Background: an optimization exercise with open tools, aiming at small area. Do not read the settings as production practice.
At most, simulation tests tie the RTL to the original design; equivalence was not proved.
The clock port is modelled as an ideal driver; clocking choices that lean on that would not hold on a real chip.
No activity file was given, so power comes from the tool's default toggle rates.

==> run a: inputs <==
// multi_colour_bbox
module multi_colour_bbox #(
  parameter int          IMAGE_W      = 640,
  parameter int          IMAGE_H      = 480,
  parameter int          NUM_COL      = 3,
  parameter int          MSG_INTERVAL = 6,
  parameter int          FIFO_DEPTH   = 64,
  parameter int          MIN_PIX      = 16,
  parameter logic [23:0] BB_COL_DEF   = 24'h00ff00
) (
  input  logic        clk,
  input  logic        reset_n,
  input  logic        s_chipselect,
  input  logic        s_read,
  input  logic        s_write,
  input  logic [3:0]  s_address,
  input  logic [31:0] s_writedata,
  output logic [31:0] s_readdata,
  input  logic [23:0] sink_data,
  input  logic        sink_valid,
  input  logic        sink_sop,
  input  logic        sink_eop,
  output logic        sink_ready,
  output logic [23:0] source_data,
  output logic        source_valid,
  output logic        source_sop,
  output logic        source_eop,
  input  logic        source_ready,
  input  logic        mode
);
  localparam int XW    = 10;
  localparam int YW    = 11;
  localparam int MW    = 9;
  localparam int BURST = 1 + 2 * NUM_COL;
  localparam int NBOX  = FIFO_DEPTH - FIFO_DEPTH / BURST;    
  localparam int BW    = XW + YW;                           
  localparam int CW    = $clog2(MIN_PIX + 1);               
  typedef enum logic [1:0] {IDLE, HDR, BOXA, BOXB} st_t;
  logic [23:0] r_min [NUM_COL];
  logic [23:0] r_max [NUM_COL];
  logic [23:0] r_bb_col;
  logic [7:0]  r_status;
  logic          r_video;
  logic [XW-1:0] r_x;
  logic [YW-1:0] r_y;
  logic [XW-1:0] r_sxmin [NUM_COL];
  logic [XW-1:0] r_sxmax [NUM_COL];
  logic [MW-1:0] r_symin [NUM_COL];
  logic [YW-1:0] r_symax [NUM_COL];
  logic [CW-1:0] r_scnt  [NUM_COL];
  logic [XW-1:0] w_nxmin [NUM_COL];
  logic [XW-1:0] w_nxmax [NUM_COL];
  logic [MW-1:0] w_nymin [NUM_COL];
  logic [YW-1:0] w_nymax [NUM_COL];
  logic [CW-1:0] w_ncnt  [NUM_COL];
  logic [XW-1:0] r_lxmin [NUM_COL];
  logic [XW-1:0] r_lxmax [NUM_COL];
  logic [MW-1:0] r_lymin [NUM_COL];
  logic [YW-1:0] r_lymax [NUM_COL];
  logic [NUM_COL-1:0] r_lvalid;
  logic [BW-1:0] r_box [NBOX];
  logic [5:0]    r_hd;
  logic [6:0]    r_used;
  logic [2:0]    r_rph;      
  logic [7:0]    r_rfid;     
  st_t           r_state;
  logic [1:0]    r_k;
  logic [7:0]    r_fid;
  logic [2:0]    r_fcnt;
  logic          r_rd1_d;
  ...
export LEC_CHECK = 0
export CAP_MARGIN = 20
export CORE_MARGIN = 2
export CORE_UTILIZATION = 70
export SLEW_MARGIN = 20
create_clock -name core_clock -period 10.0 [get_ports {clk}]
standard.sh (not shown) runs the stock make flow with config.mk's settings and CLKGATE_MAP_FILE= SYNTH_SCRIPT=/design/flow/synth_recipe.tcl, a recipe that flattens the netlist after the stock synthesis.
==> flow/flow/run.sh <==
#!/bin/bash
set -euo pipefail
export CTS_ARGS="-sink_clustering_enable -repair_clock_nets -dont_use_dummy_load -sink_clustering_size 25 -sink_clustering_max_diameter 80 -buf_list {sky130_fd_sc_hd__clkbuf_8 sky130_fd_sc_hd__clkbuf_16}"
bash standard.sh > standard.log 2>&1
==> run b: changes against run a <==
--- a/flow/design.v
+++ b/flow/design.v
@@ -76,17 +76,17 @@
   logic [BW-1:0] w_bword, w_bhead;
   logic [1:0]  w_rk;
   logic [31:0] w_fword, w_rdata;
   logic        w_unused;
   assign w_unused = ^s_writedata[31:24];
   function automatic logic lt(input logic [10:0] a, input logic [10:0] b);
     lt = 1'b0;
     for (int i = 0; i < 11; i++)
-      lt = (~a[i] & b[i]) | (~(a[i] ^ b[i]) & lt);
+      lt = (~a[i] & b[i]) | (~a[i] & lt) | (b[i] & lt);
   endfunction
   assign sink_ready = source_ready | ~source_valid;
   assign w_acc      = sink_valid & sink_ready;
   assign w_vid_sop  = w_acc & sink_sop & (sink_data[3:0] == 4'h0);
   assign w_vid_pix  = w_acc & ~sink_sop & r_video;
   assign w_vid_eop  = w_vid_pix & sink_eop;
   always_comb begin
     for (int k = 0; k < NUM_COL; k++) begin
==> flow/flow/run.sh (replaced) <==
#!/bin/bash
# The standard layout (standard.sh), with three changes that only affect
# area: an area-oriented ABC mapping script, adders left to ABC instead of the
# half/full-adder cells, and a leaner clock tree (no dummy loads, larger sink
# clusters). Port buffers use the smallest buffer.
set -euo pipefail
HERE=$(pwd)
rm -rf "$HERE/scripts_local"
cp -r "$FLOW_HOME/scripts" "$HERE/scripts_local"
cp "$HERE/flow/abc_area.script" "$HERE/scripts_local/abc_speed.script"
export SCRIPTS_DIR="$HERE/scripts_local"
export ADDER_MAP_FILE=
export BUFFER_PORTS_ARGS="-buffer_cell sky130_fd_sc_hd__buf_1"
export CTS_ARGS="-sink_clustering_enable -repair_clock_nets -dont_use_dummy_load -sink_clustering_size 25 -sink_clustering_max_diameter 80 -buf_list {sky130_fd_sc_hd__clkbuf_8 sky130_fd_sc_hd__clkbuf_16}"
bash standard.sh > standard.log 2>&1
==> flow/flow/abc_area.script (new file) <==
&get -n
&st
&syn2
&dch -f
&nf -a -p -R 1000
&st
&dch -f
&nf -a -p -R 1000
&put
topo
stime -c
dnsize -c
==> run notes <==
- Status: no timing/DRC/antenna violations
- Vias: approximately 58,000
- Clk Latency, worst-skew pair: 0.75 ns
- Share of cells above drive strength 1: 6.38%
- Buffering overhead: 2.98%
- M3 GR Usage: 12.4%
- PD cells: between 100 and 150 nW/um^2
- Leak: 0.0293 uW
- Arrival @ worst endpoint: 7.26 ns
- Combinational power: 862 uW
- Total CTS buffers: 82
The numbers above come from run a.

==> run notes <==
- Leak: 0.0235 uW
- Status: no timing/DRC/antenna violations
- Largest net degree at the start of global routing: 222
- Post-Synth Simple-Gate Area: 9.16%
- Arrival @ worst endpoint: roughly 6.8 ns
- Combinational power: roughly 630 uW
- Buffering overhead: 2.09%
- PD cells: 162 nW/um^2
- Share of cells above drive strength 1: 5.10%
- Place WS: 3.00 ns
- Crit path time final: 6.24 ns
- M3 GR Usage: 12.7%
- Htree depth: 3
- Vias: 53,400
- Clk Latency, worst-skew pair: 0.73 ns
The numbers above come from run b.

For run b, only the layout was checked, not whether the RTL still works.

---

==> v27 <==
Another version of the RTL of multi_colour_bbox (not shown whole).
==> flow/design.v (excerpt) <==
module multi_colour_bbox #(
  parameter int          IMAGE_W      = 640,
  parameter int          IMAGE_H      = 480,
  parameter int          NUM_COL      = 3,
  parameter int          MSG_INTERVAL = 6,
  parameter int          FIFO_DEPTH   = 64,
  parameter int          MIN_PIX      = 16,
  parameter logic [23:0] BB_COL_DEF   = 24'h00ff00
) (
  input  logic        clk,
  input  logic        reset_n,
  input  logic        s_chipselect,
  input  logic        s_read,
  input  logic        s_write,
  input  logic [3:0]  s_address,
  input  logic [31:0] s_writedata,
  output logic [31:0] s_readdata,
  input  logic [23:0] sink_data,
  input  logic        sink_valid,
  input  logic        sink_sop,
  input  logic        sink_eop,
  output logic        sink_ready,
  output logic [23:0] source_data,
  output logic        source_valid,
  output logic        source_sop,
  output logic        source_eop,
  input  logic        source_ready,
  input  logic        mode
);
export LEC_CHECK = 0
export CAP_MARGIN = 20
export CORE_MARGIN = 2
export CORE_UTILIZATION = 40
export SLEW_MARGIN = 20
create_clock -name core_clock -period 10.0 [get_ports {clk}]
run.sh (not shown) runs the stock make flow with config.mk's settings and CLKGATE_MAP_FILE= SYNTH_SCRIPT=/design/flow/synth_recipe.tcl, a recipe that flattens the netlist after the stock synthesis.
Stock flow here: none of the scripts above is used.
==> v28 (differences from v27) <==
--- a/flow/design.v
+++ b/flow/design.v
@@ -25,43 +25,48 @@
   output logic        source_sop,
   output logic        source_eop,
   input  logic        source_ready,
   input  logic        mode
 );
   localparam int XW    = 10;
   localparam int YW    = 11;
+  localparam int MW    = 9;
   localparam int BURST = 1 + 2 * NUM_COL;
   localparam int NBOX  = FIFO_DEPTH - FIFO_DEPTH / BURST;    
-  localparam int BW    = 1 + XW + YW;                       
+  localparam int BW    = 1 + XW + MW;                       
+  localparam int NBX   = (NBOX + 1) / 2;                    
   localparam int CW    = $clog2(MIN_PIX + 1);               
   typedef enum logic [1:0] {IDLE, HDR, BOXA, BOXB} st_t;
   logic [23:0] r_min [NUM_COL];
   logic [23:0] r_max [NUM_COL];
   logic [23:0] r_bb_col;
   logic [7:0]  r_status;
   logic          r_video;
   logic [XW-1:0] r_x;
   logic [YW-1:0] r_y;
   logic [XW-1:0] r_sxmin [NUM_COL];
   logic [XW-1:0] r_sxmax [NUM_COL];
-  logic [YW-1:0] r_symin [NUM_COL];
+  logic [MW-1:0] r_symin [NUM_COL];
   logic [YW-1:0] r_symax [NUM_COL];
   logic [CW-1:0] r_scnt  [NUM_COL];
   logic [XW-1:0] w_nxmin [NUM_COL];
   logic [XW-1:0] w_nxmax [NUM_COL];
-  logic [YW-1:0] w_nymin [NUM_COL];
+  logic [MW-1:0] w_nymin [NUM_COL];
   logic [YW-1:0] w_nymax [NUM_COL];
   logic [CW-1:0] w_ncnt  [NUM_COL];
   logic [XW-1:0] r_lxmin [NUM_COL];
   logic [XW-1:0] r_lxmax [NUM_COL];
-  logic [YW-1:0] r_lymin [NUM_COL];
+  logic [MW-1:0] r_lymin [NUM_COL];
   logic [YW-1:0] r_lymax [NUM_COL];
   logic [NUM_COL-1:0] r_lvalid;
   logic [BW-1:0] r_box [NBOX];
   logic [5:0]    r_hd;
+  logic          r_bx [NBX];
+  logic [4:0]    r_bxhd;
+  logic          w_bxhead, w_bxpush, w_bxpop;
   logic [6:0]    r_used;
   logic [2:0]    r_rph;      
   logic [7:0]    r_rfid;     
   st_t           r_state;
   logic [1:0]    r_k;
   logic [7:0]    r_fid;
   logic [2:0]    r_fcnt;
@@ -73,46 +78,54 @@
   logic [7:0]  w_grey;
   logic        w_rd1, w_pop, w_push, w_bpush, w_bpop, w_flush, w_start;
   logic [BW-1:0] w_bword, w_bhead;
   logic [1:0]  w_rk;
   logic [31:0] w_fword, w_rdata;
   logic        w_unused;
   assign w_unused = ^s_writedata[31:24];
+  function automatic logic lt(input logic [10:0] a, input logic [10:0] b);
+    lt = 1'b0;
+    for (int i = 0; i < 11; i++)
+      lt = (~a[i] & b[i]) | (~a[i] & lt) | (b[i] & lt);
+  endfunction
   assign sink_ready = source_ready | ~source_valid;
   assign w_acc      = sink_valid & sink_ready;
   assign w_vid_sop  = w_acc & sink_sop & (sink_data[3:0] == 4'h0);
   assign w_vid_pix  = w_acc & ~sink_sop & r_video;
   assign w_vid_eop  = w_vid_pix & sink_eop;
   always_comb begin
     for (int k = 0; k < NUM_COL; k++) begin
-      w_match[k] = (sink_data[23:16] >= r_min[k][23:16]) && (sink_data[23:16] <= r_max[k][23:16]) &&
-                   (sink_data[15:8]  >= r_min[k][15:8])  && (sink_data[15:8]  <= r_max[k][15:8])  &&
-                   (sink_data[7:0]   >= r_min[k][7:0])   && (sink_data[7:0]   <= r_max[k][7:0]);
+      w_match[k] = !lt(11'(sink_data[23:16]), 11'(r_min[k][23:16])) &&
+                   !lt(11'(r_max[k][23:16]), 11'(sink_data[23:16])) &&
+                   !lt(11'(sink_data[15:8]), 11'(r_min[k][15:8])) &&
+                   !lt(11'(r_max[k][15:8]), 11'(sink_data[15:8])) &&
+                   !lt(11'(sink_data[7:0]), 11'(r_min[k][7:0])) &&
+                   !lt(11'(r_max[k][7:0]), 11'(sink_data[7:0]));
       w_nxmin[k] = r_sxmin[k];
       w_nxmax[k] = r_sxmax[k];
       w_nymin[k] = r_symin[k];
       w_nymax[k] = r_symax[k];
       w_ncnt[k]  = r_scnt[k];
       if (w_match[k]) begin
-        if (r_x < r_sxmin[k]) w_nxmin[k] = r_x;
-        if (r_x > r_sxmax[k]) w_nxmax[k] = r_x;
-        if (r_y < r_symin[k]) w_nymin[k] = r_y;
-        if (r_y > r_symax[k]) w_nymax[k] = r_y;
+        if (lt(11'(r_x), 11'(r_sxmin[k]))) w_nxmin[k] = r_x;
+        if (lt(11'(r_sxmax[k]), 11'(r_x))) w_nxmax[k] = r_x;
+        if (lt(r_y, 11'(r_symin[k]))) w_nymin[k] = MW'(r_y);
+        if (lt(r_symax[k], r_y)) w_nymax[k] = r_y;
         if (!r_scnt[k][CW-1]) w_ncnt[k] = r_scnt[k] + 1'b1;
       end
     end
   end
   always_comb begin
     w_edge = 1'b0;
     for (int k = 0; k < NUM_COL; k++) begin
       if (r_lvalid[k] &&
           ((((r_x == r_lxmin[k]) || (r_x == r_lxmax[k])) &&
-            (r_y >= r_lymin[k]) && (r_y <= r_lymax[k])) ||
-           (((r_y == r_lymin[k]) || (r_y == r_lymax[k])) &&
-            (r_x >= r_lxmin[k]) && (r_x <= r_lxmax[k]))))
+            !lt(r_y, 11'(r_lymin[k])) && !lt(r_lymax[k], r_y)) ||
+           (((r_y == 11'(r_lymin[k])) || (r_y == r_lymax[k])) &&
+            !lt(11'(r_x), 11'(r_lxmin[k])) && !lt(11'(r_lxmax[k]), 11'(r_x)))))
         w_edge = 1'b1;
     end
     w_hit  = 1'b0;
     w_hcol = '0;
     for (int k = NUM_COL - 1; k >= 0; k--) begin
       if (w_match[k]) begin
         w_hit  = 1'b1;
@@ -140,36 +153,35 @@
         source_data <= w_pix;
         source_sop  <= sink_sop;
         source_eop  <= sink_eop;
       end
     end
   end
   always_ff @(posedge clk) begin
-    if (!reset_n) begin
-      r_video <= 1'b0;
-      r_x     <= '0;
-      r_y     <= '0;
-    end else if (w_acc) begin
+    if (!reset_n)                 r_video <= 1'b0;
+    else if (w_acc && sink_sop)   r_video <= (sink_data[3:0] == 4'h0);
+  end
+  always_ff @(posedge clk) begin
+    if (w_acc) begin
       if (sink_sop) begin
-        r_video <= (sink_data[3:0] == 4'h0);
         r_x     <= '0;
         r_y     <= '0;
       end else if (r_x == XW'(IMAGE_W - 1)) begin
         r_x <= '0;
         r_y <= r_y + 1'b1;
       end else begin
         r_x <= r_x + 1'b1;
       end
     end
   end
   always_ff @(posedge clk) begin
-    if (!reset_n || w_vid_sop) begin
+    if (w_vid_sop) begin
       for (int k = 0; k < NUM_COL; k++) begin
         r_sxmin[k] <= XW'(IMAGE_W - 1);
-        r_symin[k] <= YW'(IMAGE_H - 1);
+        r_symin[k] <= MW'(IMAGE_H - 1);
         r_sxmax[k] <= '0;
         r_symax[k] <= '0;
         r_scnt[k]  <= '0;
       end
     end else if (w_vid_pix) begin
       for (int k = 0; k < NUM_COL; k++) begin
         r_sxmin[k] <= w_nxmin[k];
@@ -177,29 +189,26 @@
         r_symin[k] <= w_nymin[k];
         r_symax[k] <= w_nymax[k];
         r_scnt[k]  <= w_ncnt[k];
       end
     end
   end
   always_ff @(posedge clk) begin
-    if (!reset_n) begin
-      r_lvalid <= '0;
-      for (int k = 0; k < NUM_COL; k++) begin
-        r_lxmin[k] <= '0;
-        r_lxmax[k] <= '0;
-        r_lymin[k] <= '0;
-        r_lymax[k] <= '0;
-      end
-    end else if (w_vid_eop) begin
+    if (!reset_n)       r_lvalid <= '0;
+    else if (w_vid_eop) begin
+      for (int k = 0; k < NUM_COL; k++) r_lvalid[k] <= w_ncnt[k][CW-1];
+    end
+  end
+  always_ff @(posedge clk) begin
+    if (w_vid_eop) begin
       for (int k = 0; k < NUM_COL; k++) begin
         r_lxmin[k]  <= w_nxmin[k];
         r_lxmax[k]  <= w_nxmax[k];
         r_lymin[k]  <= w_nymin[k];
         r_lymax[k]  <= w_nymax[k];
-        r_lvalid[k] <= w_ncnt[k][CW-1];
       end
     end
   end
   always_ff @(posedge clk) begin
     if (!reset_n) begin
       r_status <= '0;
       r_bb_col <= BB_COL_DEF;
@@ -212,28 +221,37 @@
       if (s_address == 4'd3) r_bb_col <= s_writedata[23:0];
       for (int k = 0; k < NUM_COL; k++) begin
         if (s_address == 4'(4 + 2 * k)) r_min[k] <= s_writedata[23:0];
         if (s_address == 4'(5 + 2 * k)) r_max[k] <= s_writedata[23:0];
       end
     end
   end
-  assign w_bhead = r_box[r_hd];
+  always_comb begin
+    w_bhead = '0;
+    for (int i = 0; i < NBOX; i++)
+      w_bhead = w_bhead | (r_box[i] & {BW{r_hd == 6'(i)}});
+  end
+  always_comb begin
+    w_bxhead = 1'b0;
+    for (int i = 0; i < NBX; i++)
+      w_bxhead = w_bxhead | (r_bx[i] & (r_bxhd == 5'(i)));
+  end
   always_comb begin
     case (r_rph)
       3'd3, 3'd4: w_rk = 2'd1;
       3'd5, 3'd6: w_rk = 2'd2;
       default:    w_rk = 2'd0;
     endcase
     if (r_rph == 3'd0)
       w_fword = {16'h4D42, r_rfid, 4'h0, 4'(NUM_COL)};
     else if (r_rph[0])
-      w_fword = {w_bhead[BW-1], 1'b0, w_rk, 2'b0, w_bhead[XW+YW-1:YW],
-                 5'b0, w_bhead[YW-1:0]};
+      w_fword = {w_bhead[XW+MW], 1'b0, w_rk, 2'b0, w_bhead[XW+MW-1:MW],
+                 7'b0, w_bhead[MW-1:0]};
     else
-      w_fword = {6'b0, w_bhead[XW+YW-1:YW], 5'b0, w_bhead[YW-1:0]};
+      w_fword = {6'b0, w_bhead[XW+YW-2:YW-1], 5'b0, w_bxhead, w_bhead[YW-2:0]};
   end
   always_comb begin
     w_rdata = '0;
     case (s_address)
       4'd0: w_rdata = {16'b0, 1'b0, r_used, r_status};
       4'd1: if (r_used != '0) w_rdata = w_fword;
       4'd2: w_rdata = 32'h1234EEE3;
@@ -256,50 +274,62 @@
   assign w_push  = (r_state != IDLE) & ~w_flush;
   assign w_bpush = w_push & (r_state != HDR);
   assign w_bpop  = w_pop & (r_rph != 3'd0);
   assign w_start = w_vid_eop & (r_fcnt == '0) & (r_state == IDLE) &
                    (r_used <= 7'(FIFO_DEPTH - BURST)) & ~w_flush;
   always_comb begin
     if (r_state == BOXA)
-      w_bword = {r_lvalid[r_k], r_lxmin[r_k], r_lymin[r_k]};
+      w_bword = BW'({r_lvalid[r_k], r_lxmin[r_k], r_lymin[r_k]});
     else
-      w_bword = {1'b0, r_lxmax[r_k], r_lymax[r_k]};
+      w_bword = {r_lxmax[r_k], r_lymax[r_k][YW-2:0]};
   end
   always_ff @(posedge clk) begin
     if (w_bpush) begin
       r_box[0] <= w_bword;
       for (int i = 1; i < NBOX; i++) r_box[i] <= r_box[i-1];
     end
   end
+  assign w_bxpush = w_push & (r_state == BOXB);
+  assign w_bxpop  = w_pop & (r_rph != 3'd0) & ~r_rph[0];
+  always_ff @(posedge clk) begin
+    if (w_bxpush) begin
+      r_bx[0] <= r_lymax[r_k][YW-1];
+      for (int i = 1; i < NBX; i++) r_bx[i] <= r_bx[i-1];
+    end
+  end
   always_ff @(posedge clk) begin
     if (!reset_n) begin
       r_state <= IDLE;
       r_k     <= '0;
       r_fid   <= '0;
       r_fcnt  <= '0;
       r_hd    <= '1;
+      r_bxhd  <= '1;
       r_used  <= '0;
       r_rph   <= '0;
       r_rfid  <= '0;
       r_rd1_d <= 1'b0;
     end else begin
       r_rd1_d <= w_rd1;
       if (w_start)                         r_fcnt <= 3'(MSG_INTERVAL - 1);
       else if (w_vid_eop && r_fcnt != '0)  r_fcnt <= r_fcnt - 1'b1;
       if (w_flush) begin
         r_state <= IDLE;
         r_k     <= '0;
         r_hd    <= '1;
+        r_bxhd  <= '1;
         r_used  <= '0;
         r_rph   <= '0;
         r_rfid  <= r_fid;
       end else begin
         r_used <= r_used + {6'b0, w_push} - {6'b0, w_pop};
         if (w_bpush && !w_bpop)      r_hd <= r_hd + 1'b1;
         else if (!w_bpush && w_bpop) r_hd <= r_hd - 1'b1;
+        if (w_bxpush && !w_bxpop)      r_bxhd <= r_bxhd + 1'b1;
+        else if (!w_bxpush && w_bxpop) r_bxhd <= r_bxhd - 1'b1;
         if (w_pop) begin
           r_rph <= (r_rph == 3'(BURST - 1)) ? 3'd0 : r_rph + 1'b1;
           if (r_rph == 3'd0) r_rfid <= r_rfid + 1'b1;
         end
         case (r_state)
           IDLE: if (w_start) r_state <= HDR;
           HDR: begin
==> flow/flow/run.sh (new file) <==
#!/bin/bash
# The standard layout (standard.sh), with three changes that only affect
# area: an area-oriented ABC mapping script, adders left to ABC instead of the
# half/full-adder cells, and a leaner clock tree (no dummy loads, larger sink
# clusters). Port buffers use the smallest buffer.
set -euo pipefail
HERE=$(pwd)
rm -rf "$HERE/scripts_local"
cp -r "$FLOW_HOME/scripts" "$HERE/scripts_local"
cp "$HERE/flow/abc_area.script" "$HERE/scripts_local/abc_speed.script"
export SCRIPTS_DIR="$HERE/scripts_local"
export ADDER_MAP_FILE=
export BUFFER_PORTS_ARGS="-buffer_cell sky130_fd_sc_hd__buf_1"
export CTS_ARGS="-sink_clustering_enable -repair_clock_nets -dont_use_dummy_load -sink_clustering_size 25 -sink_clustering_max_diameter 80 -buf_list {sky130_fd_sc_hd__clkbuf_8 sky130_fd_sc_hd__clkbuf_16}"
export POST_CTS_TCL="$HERE/flow/post_cts.tcl"
bash standard.sh > standard.log 2>&1
==> flow/flow/abc_area.script (new file) <==
&get -n
&st
&syn2
&dch -f
&nf -a -p -R 1000 -C 32 -F 8 -A 8
&st
&dch -f
&nf -a -p -R 1000 -C 32 -F 8 -A 8
&put
topo
stime -c
dnsize -c
==> flow/flow/post_cts.tcl (new file) <==
# After CTS: downsize gates on paths with slack to spare, then re-legalise.
estimate_parasitics -placement
repair_timing -recover_power 100 -verbose
detailed_placement
check_placement -verbose
==> flow/standard.sh (new file) <==
#!/bin/bash
# synth_recipe.tcl (not shown) runs the flow's synth.tcl, then flattens the netlist and writes it again
# the make line also repeats each setting of config.mk as NAME=value (left out here)
make -C /OpenROAD-flow-scripts/flow DESIGN_CONFIG=/design/flow/config.mk WORK_HOME=/design/flow/orfs CLKGATE_MAP_FILE= SYNTH_SCRIPT=/design/flow/synth_recipe.tcl "${@:-finish}"
- CORE_UTILIZATION: 40 -> 75
removed: flow/run.sh
==> impl_metrics.json <==
{
  "status": "finished clean",
  "period_needed_ns": 7.89,
  "grt_max_degree": 198,
  "drive_above_1_share": 0.0513,
  "worstMarginPinSlew_ns": 1.27,
  "cp.depth": 17,
  "synth_edf_count": 1269
}
Source of the figures above: v28

==> impl_metrics.json <==
{
  "cp.depth": 18,
  "status": "finished clean",
  "synth_edf_count": 1210,
  "worstMarginPinSlew_ns": 1.23,
  "drive_above_1_share": 0.0836
}
Source of the figures above: v27

[separate check: timing with driven ports]
The results above use ideal ports. As a check the final layouts listed here were re-extracted and re-timed, cells and wires unchanged. Step 1 (the two cells are an assumption about what drives the block):
set clk [get_ports {clk}]
set_driving_cell -lib_cell sky130_fd_sc_hd__clkbuf_16 $clk
set_driving_cell -lib_cell sky130_fd_sc_hd__buf_2 [delete_from_list [all_inputs] $clk]
Step 2, shift: input delay + t, output delay - t, t = (earliest + latest rising clock arrival at the registers) / 2. This alone moves slack from input paths to output paths. a / b / c = ideal ports / drivers / drivers and shift; a / b = the first two.
| run | t (ns) | setup WS [ns] | worst slew at a driven data input, ns | pins driven straight from the clock port |
|---|---|---|---|---|
| run a | 0.784 | 3.320 / 3.376 / 2.592 | 0.06 | 1 |
| run b | 0.770 | 3.759 / 3.803 / 3.033 | 0.14 | 1 |
| v27 | 0.925 | 4.114 / 4.122 / 3.197 | 0.13 | 1 |
| v28 | 0.746 | 2.107 / 2.151 / 1.406 | 0.14 | 1 |
After both steps every run listed still meets setup and hold. The setup slack of v27, which loses most, moves by +0.008 ns with the drivers and by -0.917 ns with both steps.
